This design comes from an exercise in tuning for small area and few clock cycles on the open sky130 flow, not from production work.
Where RTL was checked, it was by simulation tests only, not by an equivalence proof against the original.
Power and IR drop assume default switching activity.

## ember
==> flow/design.v <==
`timescale 1ns / 1ps
package mte_pkg;
  localparam int POS_BITS = 32;
  localparam int MIN_LEN_BITS = 8;
  localparam logic [MIN_LEN_BITS-1:0] MIN_LEN_RESET = MIN_LEN_BITS'(32);
  localparam logic MODE_MATCH     = 1'b0;
  localparam logic MODE_BLOCK_END = 1'b1;
  typedef logic [POS_BITS-1:0] pos_t;
  typedef struct packed {
    logic        mode;
    logic [31:0] dest_pos;
    logic [31:0] src_pos;
    logic [31:0] match_len;
    logic [31:0] block_len;
  } item_t;
  typedef struct packed {
    logic        is_block_end;
    logic [31:0] literal_start;
    logic [31:0] literal_len;
    logic [31:0] src_offset;
    logic [31:0] kept_len;
    logic [31:0] block_unmatched;
    logic [31:0] block_matched;
    logic [31:0] block_overlap;
  } token_t;
  typedef struct packed {
    pos_t cursor;
    pos_t unmatched_count;
    pos_t matched_count;
    pos_t overlap_count;
  } state_t;
endpackage
`timescale 1ns / 1ps
module mte_add #(
  parameter int W = 32
) (
  input  logic [W-1:0] a,
  input  logic [W-1:0] b,
  input  logic         ci,
  output logic [W-1:0] s,
  output logic         co
);
  localparam int N = W + 1;
  localparam int L = 6;   
  logic [N-1:0] p, g;
  logic [N-1:0] gg [0:L];
  logic [N-1:0] pp [0:L];
  assign p = {a ^ b, 1'b0};
  assign g = {a & b, ci};
  assign gg[0] = g;
  assign pp[0] = p;
  for (genvar l = 0; l < L; l++) begin : g_lvl
    for (genvar i = 0; i < N; i++) begin : g_bit
      if ((i >> l) % 2 == 1) begin : g_op
        localparam int J = ((i >> l) << l) - 1;
        assign gg[l+1][i] = gg[l][i] | (pp[l][i] & gg[l][J]);
        assign pp[l+1][i] = pp[l][i] & pp[l][J];
      end else begin : g_pass
        assign gg[l+1][i] = gg[l][i];
        assign pp[l+1][i] = pp[l][i];
      end
    end
  end
  assign s  = p[N-1:1] ^ gg[L][N-2:0];
  assign co = gg[L][N-1];
endmodule
module mte_step (
  input  mte_pkg::item_t                        item,
  input  mte_pkg::state_t                       state,
  input  logic [mte_pkg::MIN_LEN_BITS-1:0]      min_len,
  output logic                                  emit,
  output mte_pkg::token_t                       token,
  output mte_pkg::state_t                       state_next
);
  logic        mode;
  logic [31:0] d, s, len, x, c;
  logic [31:0] t, lit, kb, kept, s_back, s_kept, unm, ov_op, m_sum, o_sum, e;
  logic        ahead, behind, kneg, e_co, keep, keep_b, keep_a;
  logic [7:0]  thr;
  assign mode = item.mode;
  assign d    = item.dest_pos;
  assign s    = item.src_pos;
  assign len  = item.match_len;
  assign c    = state.cursor;
  assign x    = mode ? item.block_len : d;
  mte_add #(32) u_t (.a(x), .b(~c), .ci(1'b1), .s(t), .co(ahead));
  assign behind = !ahead;
  assign lit    = behind ? 32'd0 : t;
  logic [32:0] ka, kc, kf;
  assign ka = {1'b0, d} ^ {1'b0, len} ^ {1'b1, ~c};
  assign kc = ({1'b0, d} & {1'b0, len}) | ({1'b0, d} & {1'b1, ~c}) | ({1'b0, len} & {1'b1, ~c});
  mte_add #(33) u_k (.a(ka), .b({kc[31:0], 1'b1}), .ci(1'b0), .s(kf), .co());
  assign kb   = kf[31:0];
  assign kneg = kf[32];
  assign thr    = min_len | {7'd0, ~|min_len};
  assign keep_b = !kneg && ((|kb[31:8]) || (kb[7:0] >= thr));
  assign keep_a = (|len[31:8]) || (len[7:0] >= min_len);
  assign keep   = behind ? keep_b : keep_a;
  assign emit   = mode || keep;
  assign kept   = behind ? kb : len;
  mte_add #(32) u_s (.a(s), .b(~t), .ci(1'b1), .s(s_back), .co());
  assign s_kept = behind ? s_back : s;
  mte_add #(32) u_u (.a(state.unmatched_count), .b(lit), .ci(1'b0), .s(unm), .co());
  mte_add #(32) u_m (.a(state.matched_count), .b(kept), .ci(1'b0), .s(m_sum), .co());
  assign ov_op = keep ? (behind ? ~t : 32'd0) : len;
  mte_add #(32) u_o (.a(state.overlap_count), .b(ov_op), .ci(keep && behind), .s(o_sum), .co());
  mte_add #(32) u_e (.a(d), .b(len), .ci(1'b0), .s(e), .co(e_co));
  always_comb begin
    token                 = '0;
    token.is_block_end    = mode;
    token.literal_start   = c;
    token.literal_len     = lit;
    token.src_offset      = mode ? 32'd0 : s_kept;
    token.kept_len        = mode ? 32'd0 : kept;
    token.block_unmatched = mode ? unm : 32'd0;
    token.block_matched   = mode ? state.matched_count : 32'd0;
    token.block_overlap   = mode ? state.overlap_count : 32'd0;
    state_next = state;
    state_next.overlap_count = o_sum;
    if (keep) begin
      state_next.cursor          = e_co ? 32'hFFFF_FFFF : e;
      state_next.matched_count   = m_sum;
      state_next.unmatched_count = unm;
    end
    if (mode) state_next = '0;
  end
endmodule
`timescale 1ns / 1ps
module match_token_emitter (
  input  logic                              clk,
  input  logic                              rst,
  input  logic                              item_valid,
  output logic                              item_ready,
  input  mte_pkg::item_t                    item,
  output logic                              token_valid,
  input  logic                              token_ready,
  output mte_pkg::token_t                   token,
  input  logic                              cfg_valid,
  output logic                              cfg_ready,
  input  logic [mte_pkg::MIN_LEN_BITS-1:0]  cfg_min_match_len
);
  logic [mte_pkg::MIN_LEN_BITS-1:0] min_len;
  mte_pkg::state_t                  state;
  mte_pkg::state_t                  state_next;
  logic                             emit;
  assign cfg_ready   = 1'b1;
  assign item_ready  = token_ready || !emit;
  assign token_valid = item_valid && token_ready && emit;
  always_ff @(posedge clk) begin
    if (rst) begin
      min_len <= mte_pkg::MIN_LEN_RESET;
    end else if (cfg_valid && cfg_ready) begin
      min_len <= cfg_min_match_len;
    end
  end
  mte_step u_step (
    .item       (item),
    .state      (state),
    .min_len    (min_len),
    .emit       (emit),
    .token      (token),
    .state_next (state_next)
  );
  always_ff @(posedge clk) begin
    if (rst) begin
      state <= '0;
    end else if (item_valid && item_ready) begin
      state <= state_next;
    end
  end
endmodule
Settings: LEC_CHECK=0, ABC_AREA=1, CAP_MARGIN=20, CORE_MARGIN=2, CORE_UTILIZATION=65, SLEW_MARGIN=20; clock period 10.0 ns.
standard.sh (not shown) runs the stock make flow with config.mk's settings and CLKGATE_MAP_FILE= SYNTH_SCRIPT=/design/flow/synth_recipe.tcl, a recipe that flattens the netlist after the stock synthesis.
==> flow/flow/run.sh <==
#!/bin/bash
# The standard layout, with the input and output port buffers made from the
# smallest buffer cell (buf_1) instead of the cell buffer_ports picks itself.
# Each tool's full output goes to the log of its step under orfs/logs/, and
# make's own output to standard.log in this folder.
set -euo pipefail
bash standard.sh "BUFFER_PORTS_ARGS=-buffer_cell sky130_fd_sc_hd__buf_1" finish > standard.log 2>&1
ember finished end to end and its layout was clean on timing, DRC and antenna.
Testbench counts of ember, summed over its fixed seeds: cycles 24,000.
Relative to ember, the following input files were edited for lagoon:
==> flow/design.v, changed modules only <==
module mte_step (
  input  mte_pkg::item_t                        item,
  input  mte_pkg::state_t                       state,
  input  logic [mte_pkg::MIN_LEN_BITS-1:0]      min_len,
  input  logic                                  take,
  output logic                                  emit,
  output mte_pkg::token_t                       token,
  output mte_pkg::state_t                       state_next
);
  logic        mode;
  logic [31:0] d, s, len, x, c;
  logic [31:0] t, lit, kb, kept, s_back, s_kept, unm_t, unm, ov_op, m_sum, o_sum, e;
  logic        ahead, behind, kneg, e_co, keep, keep_b, keep_a, grow, add_m;
  logic [31:0] m_op;
  logic [7:0]  thr;
  assign mode = item.mode;
  assign d    = item.dest_pos;
  assign s    = item.src_pos;
  assign len  = item.match_len;
  assign c    = state.cursor;
  assign x    = mode ? item.block_len : d;
  mte_add #(32) u_t (.a(x), .b(~c), .ci(1'b1), .s(t), .co(ahead));
  assign behind = !ahead;
  assign lit    = behind ? 32'd0 : t;
  logic [32:0] ka, kc, kf;
  assign ka = {1'b0, d} ^ {1'b0, len} ^ {1'b1, ~c};
  assign kc = ({1'b0, d} & {1'b0, len}) | ({1'b0, d} & {1'b1, ~c}) | ({1'b0, len} & {1'b1, ~c});
  mte_add #(33) u_k (.a(ka), .b({kc[31:0], 1'b1}), .ci(1'b0), .s(kf), .co());
  assign kb   = kf[31:0];
  assign kneg = kf[32];
  assign thr    = min_len | {7'd0, ~|min_len};
  assign keep_b = !kneg && ((|kb[31:8]) || (kb[7:0] >= thr));
  assign keep_a = (|len[31:8]) || (len[7:0] >= min_len);
  assign keep   = behind ? keep_b : keep_a;
  assign emit   = mode || keep;
  assign kept   = behind ? kb : len;
  mte_add #(32) u_s (.a(s), .b(~t), .ci(1'b1), .s(s_back), .co());
  assign s_kept = behind ? s_back : s;
  mte_add #(32) u_u (.a(state.unmatched_count), .b(t), .ci(1'b0), .s(unm_t), .co());
  assign unm = behind ? state.unmatched_count : unm_t;
  assign grow  = take && !mode;
  assign add_m = grow && keep;
  assign m_op  = add_m ? kept : 32'd0;
  mte_add #(32) u_m (.a(state.matched_count), .b(m_op), .ci(1'b0), .s(m_sum), .co());
  assign ov_op = !grow ? 32'd0 : keep ? (behind ? ~t : 32'd0) : len;
  mte_add #(32) u_o (.a(state.overlap_count), .b(ov_op), .ci(add_m && behind), .s(o_sum), .co());
  mte_add #(32) u_e (.a(d), .b(len), .ci(1'b0), .s(e), .co(e_co));
  always_comb begin
    token                 = '0;
    token.is_block_end    = mode;
    token.literal_start   = c;
    token.literal_len     = lit;
    token.src_offset      = mode ? 32'd0 : s_kept;
    token.kept_len        = mode ? 32'd0 : kept;
    token.block_unmatched = mode ? unm : 32'd0;
    token.block_matched   = mode ? state.matched_count : 32'd0;
    token.block_overlap   = mode ? state.overlap_count : 32'd0;
    state_next               = state;
    state_next.overlap_count = o_sum;
    state_next.matched_count = m_sum;
    if (add_m) begin
      state_next.cursor          = e_co ? 32'hFFFF_FFFF : e;
      state_next.unmatched_count = unm;
    end
    if (take && mode) state_next = '0;
  end
endmodule
module match_token_emitter (
  input  logic                              clk,
  input  logic                              rst,
  input  logic                              item_valid,
  output logic                              item_ready,
  input  mte_pkg::item_t                    item,
  output logic                              token_valid,
  input  logic                              token_ready,
  output mte_pkg::token_t                   token,
  input  logic                              cfg_valid,
  output logic                              cfg_ready,
  input  logic [mte_pkg::MIN_LEN_BITS-1:0]  cfg_min_match_len
);
  logic [mte_pkg::MIN_LEN_BITS-1:0] min_len;
  mte_pkg::state_t                  state;
  mte_pkg::state_t                  state_next;
  logic                             emit;
  assign cfg_ready   = 1'b1;
  assign item_ready  = token_ready || !emit;
  assign token_valid = item_valid && token_ready && emit;
  always_ff @(posedge clk) begin
    if (rst) begin
      min_len <= mte_pkg::MIN_LEN_RESET;
    end else if (cfg_valid && cfg_ready) begin
      min_len <= cfg_min_match_len;
    end
  end
  mte_step u_step (
    .item       (item),
    .state      (state),
    .min_len    (min_len),
    .take       (item_valid && item_ready),
    .emit       (emit),
    .token      (token),
    .state_next (state_next)
  );
  always_ff @(posedge clk) begin
    if (rst) begin
      state <= '0;
    end else begin
      state <= state_next;
    end
  end
endmodule
--- outcome ---
Count of cells along the worst hold path: ember vs lagoon identical
lagoon: part of the total power dissipated in combinational logic 0.4 points below ember
Result for ember and lagoon: all clean
lagoon against ember: power share of the clock group went down by 0.4 points; total power consumption of the routed design shows a reduction of 3.1%; internal reg-to-reg setup slack has decreased; floorplan core area dropped about 5%; multi-input gate share of the layout cell area went down.
Compared with ember, lagoon shows a combinational power that is about 4% lower.
Compared with ember, lagoon shows total number of placement rows that has gone down by a few percent.
Area: lagoon vs ember -> lagoon smaller
Looking at met3 demand-to-capacity share in global routing, lagoon sits 1.7 points higher than ember does.
Against ember, DRC violation total after the first TritonRoute iteration in lagoon fell by a few percent.
Leakage power (lagoon vs. ember) increases slightly
No functional check of the RTL was part of lagoon.

static timing again, ports no longer ideal:
In the flow no input, the clock included, has a driving cell. The finished layouts below were timed again as built, in two steps.
Step 1, drivers: a clkbuf_16 drives clk and a buf_2 each remaining input, both assumed.
Step 2 also shifts input and output timing later by t, the mid clock arrival at the registers, as if the neighbouring blocks saw the same clock.
a / b / c = ideal / step 1 / step 2; a / b = the first two.
| run | shift t [ns] | setup slack, ns | latest minus earliest clock arrival (ns) | slew at the worst register clock pin (ns) | pins driven straight from the clock port |
|---|---|---|---|---|---|
| ember | 0.508 | 0.470 / 0.347 / 0.335 | 0.011 / 0.011 | 0.07 / 0.07 | 1 |
| lagoon | 0.486 | 0.578 / 0.552 / 0.129 | 0.017 / 0.017 | 0.08 / 0.08 | 1 |
After both steps every run listed still meets setup and hold. For lagoon, which loses most, drivers alone change the setup slack by -0.026 ns; drivers and shift together by -0.449 ns.
